This is an optimization exercise on Yosys and OpenROAD, whose aim is small area, a short achievable clock period and few clock cycles per item, not a production implementation.
Function was checked by simulation only, so behaviour that the tests miss may differ from the original.

<file path="flow/constraint.sdc">
create_clock -name core_clock -period 10.0 [get_ports {clk}]
set_input_delay 2.0000 -clock core_clock [delete_from_list [all_inputs] [get_ports {clk}]]
set_output_delay 2.0000 -clock core_clock [all_outputs]
set_load 0.01 [all_outputs]
</file>
<file path="flow/run.sh">
#!/bin/bash
# synth_recipe.tcl (not shown) runs the flow's synth.tcl, then flattens the netlist and writes it again
# the make line also repeats each setting of config.mk as NAME=value (left out here)
make -C /OpenROAD-flow-scripts/flow DESIGN_CONFIG=/design/flow/config.mk WORK_HOME=/design/flow/orfs CLKGATE_MAP_FILE= SYNTH_SCRIPT=/design/flow/synth_recipe.tcl finish
</file>
<file path="flow/config.mk">
export PLATFORM = sky130hd
export DESIGN_NAME = light_sensor_lift_drop_detector_top
export DESIGN_NICKNAME = light_sensor_lift_drop_detector_top
export VERILOG_FILES = /design/flow/design.v
export SDC_FILE = /design/flow/constraint.sdc
export NUM_CORES = 4
export LEC_CHECK = 0
export CAP_MARGIN = 20
export CORE_MARGIN = 2
export CORE_UTILIZATION = 40
export SLEW_MARGIN = 20
</file>
<file path="flow/design.v">
module light_sensor_lift_drop_detector_top
(
    input  logic                  clk,
    input  logic                  rst_n,
    input  logic                  cfg_we,
    input  logic [2:0]  cfg_index,
    input  logic [11:0]      cfg_wdata,
    input  logic                  s_axis_tvalid,
    output logic                  s_axis_tready,
    input  logic [15:0]  s_axis_tdata,    
    output logic                  m_axis_tvalid,
    input  logic                  m_axis_tready,
    output logic [39:0] m_axis_tdata     
);
    localparam int HISTORY_DEPTH = 8;
    localparam int BOARD_SQUARES = 64;
    localparam int SQ_IN_W    = 6;
    localparam int RAW_W      = 10;
    localparam int LVL_W      = 8;
    localparam int SLOPE_W    = 9;
    localparam int ICPT_W     = 12;
    localparam int CODE_W     = 2;
    localparam int CFG_W      = 12;
    localparam int CFG_IDX_W  = 3;
    localparam int IN_DATA_W  = 16;
    localparam int OUT_DATA_W = 40;
    localparam int LVL_MAX    = 255;
    localparam int DW           = $clog2(HISTORY_DEPTH);
    localparam int SQ_W         = (BOARD_SQUARES > 1) ? $clog2(BOARD_SQUARES) : 1;
    localparam int HIST_AW      = SQ_W + DW;
    localparam int HIST_ENTRIES = BOARD_SQUARES * (1 << DW);
    localparam int RUN_LEN  = (HISTORY_DEPTH > LVL_W) ? HISTORY_DEPTH : LVL_W;
    localparam int CNT_W    = $clog2(RUN_LEN);
    localparam int DIV_W    = RAW_W + LVL_W;
    localparam int DIV_SH_W = $clog2(LVL_W);
    localparam int XS  = HISTORY_DEPTH * (HISTORY_DEPTH - 1) / 2;
    localparam int X2S = (HISTORY_DEPTH - 1) * HISTORY_DEPTH * (2 * HISTORY_DEPTH - 1) / 6;
    localparam int DEN = HISTORY_DEPTH * X2S - XS * XS;
    localparam int YS_MAX  = LVL_MAX * HISTORY_DEPTH;
    localparam int YS_W    = $clog2(YS_MAX + 1);
    localparam int XYS_MAX = LVL_MAX * XS;
    localparam int XYS_W   = $clog2(XYS_MAX + 1);
    localparam int NUM_MAX = HISTORY_DEPTH * XYS_MAX + XS * YS_MAX;
    localparam int NUM_W   = $clog2(NUM_MAX + 1);
    localparam int SL_MAX  = NUM_MAX / DEN;
    localparam int SL_W    = $clog2(SL_MAX + 1);
    localparam int T_MAX   = YS_MAX + SL_MAX * XS;
    localparam int T_W     = $clog2(T_MAX + 1);
    localparam int IC_MAX  = T_MAX / HISTORY_DEPTH;
    localparam int IC_W    = $clog2(IC_MAX + 1);
    localparam int DEN_LOG = $clog2(DEN);
    localparam int S_SL    = NUM_W + DEN_LOG + 1;
    localparam int MSL_W   = S_SL - DEN_LOG + 2;
    localparam logic [MSL_W-1:0] M_SL =
        MSL_W'(((64'd1 << S_SL) + 64'(DEN) - 64'd1) / 64'(DEN));
    localparam int SLP_W   = NUM_W + MSL_W;
    localparam int S_IC    = T_W + DW + 1;
    localparam int MIC_W   = S_IC - DW + 2;
    localparam logic [MIC_W-1:0] M_IC =
        MIC_W'(((64'd1 << S_IC) + 64'(HISTORY_DEPTH) - 64'd1) / 64'(HISTORY_DEPTH));
    localparam int ICP_W   = T_W + MIC_W;
    localparam logic signed [SLOPE_W-1:0] SLOPE_SAT_MAX = SLOPE_W'(255);
    localparam logic signed [SLOPE_W-1:0] SLOPE_SAT_MIN = SLOPE_W'(-256);
    localparam logic signed [ICPT_W-1:0]  ICPT_SAT_MAX  = ICPT_W'(2047);
    localparam logic signed [ICPT_W-1:0]  ICPT_SAT_MIN  = ICPT_W'(-2048);
    localparam logic [RAW_W-1:0]          FULL_SCALE_RST = RAW_W'(250);
    localparam logic signed [ICPT_W-1:0]  LIFT_LEVEL_RST = ICPT_W'(200);
    localparam logic signed [SLOPE_W-1:0] LIFT_SLOPE_RST = SLOPE_W'(-20);
    localparam logic signed [ICPT_W-1:0]  DROP_LEVEL_RST = ICPT_W'(10);
    localparam logic signed [SLOPE_W-1:0] DROP_SLOPE_RST = SLOPE_W'(20);
    typedef enum logic [CFG_IDX_W-1:0] {
        CFG_FULL_SCALE = 3'd0,
        CFG_LIFT_LEVEL = 3'd1,
        CFG_LIFT_SLOPE = 3'd2,
        CFG_DROP_LEVEL = 3'd3,
        CFG_DROP_SLOPE = 3'd4
    } cfg_idx_t;
    typedef enum logic [CODE_W-1:0] {
        ST_INIT    = 2'd0,
        ST_LIFTED  = 2'd1,
        ST_DROPPED = 2'd2
    } status_t;
    typedef enum logic [CODE_W-1:0] {
        EV_NONE = 2'd0,
        EV_LIFT = 2'd1,
        EV_DROP = 2'd2
    } event_t;
    typedef enum logic [2:0] {
        S_IDLE,
        S_RUN,
        S_NUM,
        S_SLMUL,
        S_SLOPE,
        S_TERM,
        S_ICMUL,
        S_DONE
    } state_t;
    logic [RAW_W-1:0]          full_scale_reg;
    logic signed [ICPT_W-1:0]  lift_level_reg;
    logic signed [SLOPE_W-1:0] lift_slope_reg;
    logic signed [ICPT_W-1:0]  drop_level_reg;
    logic signed [SLOPE_W-1:0] drop_slope_reg;
    state_t            state_reg, state_next;
    logic [CNT_W-1:0]  cnt_reg, cnt_next;
    logic [SQ_W-1:0]         sq_reg;
    logic [DIV_W-1:0]        rem_reg;
    logic [LVL_W-1:0]        quo_reg;
    logic [LVL_W-1:0]        lvl_reg;
    logic [YS_W-1:0]         ys_reg;
    logic [XYS_W-1:0]        xys_reg;
    logic                    num_neg_reg;
    logic [NUM_W-1:0]        num_mag_reg;
    logic [SLP_W-1:0]        slp_prod_reg;
    logic signed [SL_W:0]    slope_reg;
    logic                    t_neg_reg;
    logic [T_W-1:0]          t_mag_reg;
    logic [ICP_W-1:0]        icp_prod_reg;
    logic [LVL_W-1:0]         hist_mem [HIST_ENTRIES];
    logic [LVL_W-1:0]         hist_rd_reg;
    logic [CODE_W-1:0]        stat_mem [BOARD_SQUARES];
    logic [CODE_W-1:0]        stat_rd_reg;
    logic [BOARD_SQUARES-1:0] row_valid_reg;
    logic                  out_valid_reg;
    logic [OUT_DATA_W-1:0] out_data_reg;
    logic                 hist_rd_en;
    logic [HIST_AW-1:0]   hist_rd_addr;
    logic                 hist_wr_en;
    logic [HIST_AW-1:0]   hist_wr_addr;
    logic [LVL_W-1:0]     hist_wr_data;
    logic                 out_load;
    logic [SQ_IN_W-1:0] in_square;
    logic [RAW_W-1:0]   in_raw;
    logic               in_accept;
    logic               in_range;
    assign in_square = s_axis_tdata[SQ_IN_W-1:0];
    assign in_raw    = s_axis_tdata[SQ_IN_W +: RAW_W];
    assign in_accept = s_axis_tvalid && s_axis_tready;
    assign in_range  = 32'(in_square) < BOARD_SQUARES;
    assign s_axis_tready = (state_reg == S_IDLE);
    assign m_axis_tvalid = out_valid_reg;
    assign m_axis_tdata  = out_data_reg;
    logic [RAW_W-1:0] raw_clamped;
    logic [DIV_W-1:0] rem_init;
    assign raw_clamped = (in_raw > full_scale_reg) ? full_scale_reg : in_raw;
    assign rem_init    = DIV_W'(raw_clamped) * DIV_W'(LVL_MAX);
    logic [DIV_SH_W-1:0] div_sh;
    logic [DIV_W-1:0]    div_trial;
    logic                div_fit;
    logic                div_step;
    assign div_step  = int'(cnt_reg) < LVL_W;
    assign div_sh    = DIV_SH_W'(LVL_W - 1 - int'(cnt_reg));
    assign div_trial = DIV_W'(full_scale_reg) << div_sh;
    assign div_fit   = rem_reg >= div_trial;
    logic [LVL_W-1:0] level_c;
    assign level_c = (full_scale_reg == '0) ? LVL_W'(LVL_MAX) : LVL_W'(LVL_MAX) - quo_reg;
    logic [LVL_W-1:0] hist_old;
    logic             acc_step;
    logic [DW-1:0]    acc_age;
    assign hist_old = row_valid_reg[sq_reg] ? hist_rd_reg : '0;
    assign acc_step = (cnt_reg != '0) && (int'(cnt_reg) <= HISTORY_DEPTH - 1);
    assign acc_age  = DW'(HISTORY_DEPTH - int'(cnt_reg));
    logic [YS_W-1:0]  ys_total;
    logic [NUM_W:0]   num_a;
    logic [NUM_W:0]   num_b;
    logic [NUM_W:0]   num_c;
    assign ys_total = ys_reg + YS_W'(level_c);
    assign num_a    = (NUM_W+1)'(xys_reg) * (NUM_W+1)'(HISTORY_DEPTH);
    assign num_b    = (NUM_W+1)'(ys_total) * (NUM_W+1)'(XS);
    assign num_c    = num_a - num_b;
    logic [SL_W-1:0] slope_q;
    assign slope_q = SL_W'(slp_prod_reg >> S_SL);
    localparam logic signed [T_W:0] XS_T = (T_W+1)'(XS);
    logic signed [T_W:0] t_c;
    assign t_c = (T_W+1)'($signed({1'b0, ys_reg})) - (T_W+1)'(slope_reg) * XS_T;
    logic [IC_W-1:0]       icpt_q;
    logic signed [IC_W:0]  icpt_c;
    logic [CODE_W-1:0]      st_cur;
    logic [CODE_W-1:0]      st_mid;
    logic [CODE_W-1:0]      st_new;
    logic                  lift_hit;
    logic                  drop_hit;
    logic [CODE_W-1:0] ev_c;
    logic signed [SLOPE_W-1:0] slope_sat;
    logic signed [ICPT_W-1:0]  icpt_sat;
    always_comb
    begin
        icpt_q = IC_W'(icp_prod_reg >> S_IC);
        icpt_c = t_neg_reg ? -$signed({1'b0, icpt_q}) : $signed({1'b0, icpt_q});
        st_cur = row_valid_reg[sq_reg] ? stat_rd_reg : ST_INIT;
        lift_hit = (icpt_c > lift_level_reg) && (slope_reg < lift_slope_reg)
                   && (st_cur != ST_LIFTED);
        st_mid   = lift_hit ? ST_LIFTED : st_cur;
        drop_hit = (icpt_c < drop_level_reg) && (slope_reg > drop_slope_reg)
                   && (st_mid != ST_DROPPED);
        st_new   = drop_hit ? ST_DROPPED : st_mid;
        if (drop_hit)
        begin
            ev_c = EV_DROP;
        end
        else if (lift_hit)
        begin
            ev_c = EV_LIFT;
        end
        else
        begin
            ev_c = EV_NONE;
        end
        if (slope_reg > SLOPE_SAT_MAX)
        begin
            slope_sat = SLOPE_SAT_MAX;
        end
        else if (slope_reg < SLOPE_SAT_MIN)
        begin
            slope_sat = SLOPE_SAT_MIN;
        end
        else
        begin
            slope_sat = SLOPE_W'(slope_reg);
        end
        if (icpt_c > ICPT_SAT_MAX)
        begin
            icpt_sat = ICPT_SAT_MAX;
        end
        else if (icpt_c < ICPT_SAT_MIN)
        begin
            icpt_sat = ICPT_SAT_MIN;
        end
        else
        begin
            icpt_sat = ICPT_W'(icpt_c);
        end
    end
    always_comb
    begin
        state_next = state_reg;
        cnt_next   = cnt_reg;
        case (state_reg)
            S_IDLE:
            begin
                cnt_next = '0;
                if (in_accept && in_range)
                begin
                    state_next = S_RUN;
                end
            end
            S_RUN:
            begin
                cnt_next = cnt_reg + CNT_W'(1);
                if (int'(cnt_reg) == RUN_LEN - 1)
                begin
                    state_next = S_NUM;
                    cnt_next   = '0;
                end
            end
            S_NUM:   state_next = S_SLMUL;
            S_SLMUL: state_next = S_SLOPE;
            S_SLOPE: state_next = S_TERM;
            S_TERM:  state_next = S_ICMUL;
            S_ICMUL: state_next = S_DONE;
            S_DONE:
            begin
                if (!out_valid_reg || m_axis_tready)
                begin
                    state_next = S_IDLE;
                end
            end
            default: state_next = S_IDLE;
        endcase
    end
    always_comb
    begin
        hist_rd_en   = 1'b0;
        hist_rd_addr = {sq_reg, DW'(HISTORY_DEPTH - 2 - int'(cnt_reg))};
        hist_wr_en   = 1'b0;
        hist_wr_addr = {sq_reg, acc_age};
        hist_wr_data = hist_old;
        out_load     = 1'b0;
        case (state_reg)
            S_RUN:
            begin
                hist_rd_en = int'(cnt_reg) <= HISTORY_DEPTH - 2;
                hist_wr_en = acc_step;
            end
            S_NUM:
            begin
                hist_wr_en   = 1'b1;
                hist_wr_addr = {sq_reg, DW'(0)};
                hist_wr_data = level_c;
            end
            S_DONE:
            begin
                out_load = !out_valid_reg || m_axis_tready;
            end
            default:
            begin
                hist_rd_en = 1'b0;
            end
        endcase
    end
    always_ff @(posedge clk or negedge rst_n)
    begin
        if (!rst_n)
        begin
            state_reg     <= S_IDLE;
            cnt_reg       <= '0;
            out_valid_reg <= 1'b0;
            row_valid_reg <= '0;
        end
        else
        begin
            state_reg <= state_next;
            cnt_reg   <= cnt_next;
            if (out_load)
            begin
                out_valid_reg         <= 1'b1;
                row_valid_reg[sq_reg] <= 1'b1;
            end
            else if (m_axis_tready)
            begin
                out_valid_reg <= 1'b0;
            end
        end
    end
    always_ff @(posedge clk or negedge rst_n)
    begin
        if (!rst_n)
        begin
            full_scale_reg <= FULL_SCALE_RST;
            lift_level_reg <= LIFT_LEVEL_RST;
            lift_slope_reg <= LIFT_SLOPE_RST;
            drop_level_reg <= DROP_LEVEL_RST;
            drop_slope_reg <= DROP_SLOPE_RST;
        end
        else if (cfg_we)
        begin
            case (cfg_index)
                CFG_FULL_SCALE: full_scale_reg <= cfg_wdata[RAW_W-1:0];
                CFG_LIFT_LEVEL: lift_level_reg <= cfg_wdata[ICPT_W-1:0];
                CFG_LIFT_SLOPE: lift_slope_reg <= cfg_wdata[SLOPE_W-1:0];
                CFG_DROP_LEVEL: drop_level_reg <= cfg_wdata[ICPT_W-1:0];
                CFG_DROP_SLOPE: drop_slope_reg <= cfg_wdata[SLOPE_W-1:0];
                default:        full_scale_reg <= full_scale_reg;
            endcase
        end
    end
    always_ff @(posedge clk)
    begin
        case (state_reg)
            S_IDLE:
            begin
                sq_reg  <= SQ_W'(in_square);
                rem_reg <= rem_init;
                quo_reg <= '0;
                ys_reg  <= '0;
                xys_reg <= '0;
            end
            S_RUN:
            begin
                if (div_step)
                begin
                    quo_reg <= {quo_reg[LVL_W-2:0], div_fit};
                    if (div_fit)
                    begin
                        rem_reg <= rem_reg - div_trial;
                    end
                end
                if (acc_step)
                begin
                    ys_reg  <= ys_reg + YS_W'(hist_old);
                    xys_reg <= xys_reg + XYS_W'(hist_old) * XYS_W'(acc_age);
                end
            end
            S_NUM:
            begin
                ys_reg      <= ys_total;
                lvl_reg     <= level_c;
                num_neg_reg <= num_c[NUM_W];
                num_mag_reg <= num_c[NUM_W] ? NUM_W'(-num_c) : NUM_W'(num_c);
            end
            S_SLMUL:
            begin
                slp_prod_reg <= SLP_W'(num_mag_reg) * SLP_W'(M_SL);
            end
            S_SLOPE:
            begin
                slope_reg <= num_neg_reg ? -$signed({1'b0, slope_q}) : $signed({1'b0, slope_q});
            end
            S_TERM:
            begin
                t_neg_reg <= t_c[T_W];
                t_mag_reg <= t_c[T_W] ? T_W'(-t_c) : T_W'(t_c);
            end
            S_ICMUL:
            begin
                icp_prod_reg <= ICP_W'(t_mag_reg) * ICP_W'(M_IC);
            end
            default:
            begin
                rem_reg <= rem_reg;
            end
        endcase
        if (out_load)
        begin
            out_data_reg <= {1'b0, ev_c, st_new, icpt_sat, slope_sat, lvl_reg,
                             SQ_IN_W'(sq_reg)};
        end
    end
    always_ff @(posedge clk)
    begin
        if (hist_wr_en)
        begin
            hist_mem[hist_wr_addr] <= hist_wr_data;
        end
        if (hist_rd_en)
        begin
            hist_rd_reg <= hist_mem[hist_rd_addr];
        end
    end
    always_ff @(posedge clk)
    begin
        if (out_load)
        begin
            stat_mem[sq_reg] <= st_new;
        end
        stat_rd_reg <= stat_mem[sq_reg];
    end
endmodule
</file>
==> summary.txt <==
-- layer usage --
metal | wire length (um) | share of wire
met1 | 199700 | 0.40
met2 | 236800 | 0.48
met3 | 41930 | 0.085
met4 | 17350 | 0.035
met5 | 62 | 0.00013
-- cells in the final DEF (no fill, tap or decap), types with 22 or more instances in the layout --
cell and instances:
edfxtp_1 4393, mux4_2 1132, nor2_1 711, clkbuf_16 457, ha_1 325, mux2i_1 307
inv_1 290, nand2_1 275, buf_4 150, a21oi_1 147, o22ai_1 146, o21ai_0 138
clkinv_1 118, clkbuf_1 114, fa_1 110, dfrtp_1 103, xnor2_1 96, clkdlybuf4s50_1 75
clkinv_2 73, a21o_1 63, o21bai_1 62, nor3_1 61, nand3_1 57, a22oi_1 55
xor2_1 48, a221oi_1 39, bufinv_16 35, a211oi_1 34, mux2_2 34, and3_1 29
a31oi_1 26, o21a_1 26, nand4_1 25, nand2b_1 25, buf_12 25, nor2b_1 22
-- cells by family after synthesis --
kind of cell | Yosys count | synth area share
flip-flops | 4518 | 0.7230
multiplexers | 1480 | 0.1554
AND/OR/NAND/NOR | 1342 | 0.03088
AO/OA/AOI/OAI | 885 | 0.03175
buffers and inverters | 795 | 0.01854
adder cells (fa/ha/maj) | 437 | 0.03369
XOR/XNOR | 144 | 0.006751
other | 1 | 0.00002007
-- stage by stage --
step           instances  cell area (um2)    util  hold slack (ns)
6_report           16390           209800  0.4519           0.3769
5_1_grt            16384           209800  0.4519           0.3787
4_1_cts            16376           209500  0.4514           0.3738
3_5_place_dp       15529           195100  0.4203           0.4045
3_3_place_gp       15528           195100  0.4202           0.4068
2_1_floorplan       9602           186800       -           0.4003
-- final timing paths --
| kind | start | slack (ns) | to |
|---|---|---|---|
| setup / recovery | s_axis_tdata[10] | 2.03 | rem_reg[16] |
| hold / removal | t_mag_reg[10] | 0.38 | icp_prod_reg[25] |
| setup reg to reg | sq_reg[2] | 2.45 | xys_reg[11] |
| hold reg to reg | t_mag_reg[10] | 0.38 | icp_prod_reg[25] |
| max in group asynchronous | rst_n | 7.77 | row_valid_reg[22] |
| min in group asynchronous | rst_n | 1.03 | drop_level_reg[4] |
-- final cells by class --
| type | instances | area [um2] | area share |
|---|---|---|---|
| Tap cell | 6174 | 7725 | 0.03683 |
| Multi-Input combinational cell | 4289 | 48800 | 0.2326 |
| Timing Repair Buffer | 261 | 2619 | 0.01248 |
| Sequential cell | 4518 | 135100 | 0.6439 |
| Inverter | 294 | 1111 | 0.005297 |
| Clock buffer | 575 | 11920 | 0.05682 |
| Antenna cell | 7 | 17.52 | 0.00008351 |
| Clock inverter | 272 | 2515 | 0.01199 |
-- worst max-delay path: stages --
cell and delay (ns):
clkdlybuf4s50_1 0.49, ha_1 0.33, and3_1 0.20, a221o_1 0.35, a211o_1 0.28, o21ai_1 0.39
o21ai_0 0.45, fa_1 0.58, fa_1 0.55, inv_1 0.06, fa_1 0.53, inv_1 0.05
fa_1 0.46, ha_1 0.33, o21a_1 0.13, a21oi_1 0.20, o21ai_0 0.16, a41o_1 0.29
o41ai_1 0.40, o21ai_0 0.19, xnor2_1 0.17, mux2i_1 0.09
==> reports/qor.csv <==
stage;metric;value;unit
clock_network;cts_max_level;5;
global_route;grt_use_met1;0.2863;
place;place_congestion;0.8360;
floorplanning;die_h;687.4;um
cells_and_area;fin_nets;10290;
floorplanning;start_util;0.4024;
clock_network;hold_buffers;0;
timing;max_freq;125.5;MHz
logic_synthesis;avgSynthCellArea;19.46;um2
timing;setup_viol;0;
global_route;antenna_found_initial;32;
timing;fin_tns_setup;0;ns
logic_synthesis;synth.area.top_cells;edfxtp_1, mux4_2, ha_1;
timing;layout_setup_ws;2.035;ns
logic_synthesis;syn-cell-area;0.1868;mm2
global_route;overflow;0;
place;io_buffer_count;76;
floorplanning;io_pins;78;
clock_network;cts_tree;done;
global_route;grt_max_degree;231;
clock_network;numCtsBuffers;453;
detailed_routing;drc_errors;0;
floorplanning;dieArea;0.4725;mm2
cells_and_area;final_layout_size_suffix_gt1_frac;0.2028;
global_route;busiest_layer;met2;
global_route;met3_usage;0.03702;
logic_synthesis;postSynthCellCount;9602;
cells_and_area;fill_cells;39076;
critical_path;path_class;in -> reg;
floorplanning;rows;250;
detailed_routing;route.vias.total;95379;
outcome;status;complete, no violations;
global_route;grt_usage;0.2071;
timing;min_period_over_period;0.7965;
detailed_routing;viasPerCell;5.819;
clock_network;cts_resized;0;
logic_synthesis;ys_warn_count;1;
global_route;grtUsageMet2;0.3350;
critical_path;crit_required;10.73;ns
place;hpwlAfterDp;299800;um
clock_network;cts_sinks;4518;
place;place_ws;1.016;ns
run;maxCapViolCount;0;
hold_path;min-delay-path-class;reg -> reg;
logic_synthesis;synth_flop_cell;edfxtp_1;
clock_network;root_buffer;clkbuf_16;
detailed_routing;drtIter0Drc;11805;
logic_synthesis;async_reset_ff_frac;0.02722;
logic_synthesis;yosysUniqueCellTypes;84;
floorplanning;core;0.4642;mm2
detailed_routing;antenna_left;0;
cells_and_area;synthToLayoutAreaGrowth;12.29;%
critical_path;cp-end-kind;flop;
clock_network;clk_pin_slew;0.06;ns
clock_network;clk_path_buf_depth;4;
critical_path;crit_path_start_kind;input pin;
logic_synthesis;yosysTopAreaCell;edfxtp_1;
timing;rsz0062_at_grt;no;
logic_synthesis;synth_seq_area_share;0.7230;
logic_synthesis;ys_top_cells_by_count;edfxtp_1, mux4_2, nor2_1;
logic_synthesis;syn_nets;10075;
cells_and_area;largest_register_ffs;4096;
global_route;grt_pass1_vias;95996;
critical_path;worstPathMaxFanout;12;
logic_synthesis;synth_top_area_frac;0.7062;
timing;final.min_clock_period;7.965;ns
logic_synthesis;ys_ff_latch;4518;
logic_synthesis;yosysMostFrequentCell;edfxtp_1;
timing;finalMaxSlewViolations;0;
timing;worstMarginPinSlew;1.379;ns
critical_path;r2r_cells;21;
clock_network;clk_latency;1.02;ns
critical_path;cp.arrival;8.69;ns
timing;worst_clock_skew;0.07520;ns
detailed_routing;wl;495800;um
timing;hold_viol_final;0;
hold_path;whs_path_depth;0;
clock_network;post_cts_buffers;0;
floorplanning;fp.dieW;687.4;um
global_route;grt_first_pass_wirelength;708900;um
detailed_routing;dr.pass1.iters;6;
timing;maxSlewHeadroom;0.08081;
detailed_routing;wire_per_inst;30.25;um
logic_synthesis;synth_edf_count;4393;
Testbench counts, summed over its fixed seeds: cycles 61,448, items 4,096.

[re-timing with driven ports]
The flow's constraints put no driver on any port. The routed layout listed below was extracted and timed again, unchanged, in two steps.
Step 1: set_driving_cell puts a clkbuf_16 on clk and a buf_2 on each other input, an assumption about the parent block.
Step 2 moves the port delays by t, midway between the first and last clock arrival at a register: inputs arrive t later, outputs are due t later. That takes back most of the time a late clock gives input paths.
a / b / c = no drivers / after step 1 / after step 2; a / b = the first two.
shift t [ns]: 1.096
slack for setup (ns): 2.035 / 2.121 / 1.024
worst setup path at the end: input to register
After both steps setup and hold are still met in this run. For this run, drivers alone change the setup slack by +0.086 ns; drivers and shift together by -1.011 ns.
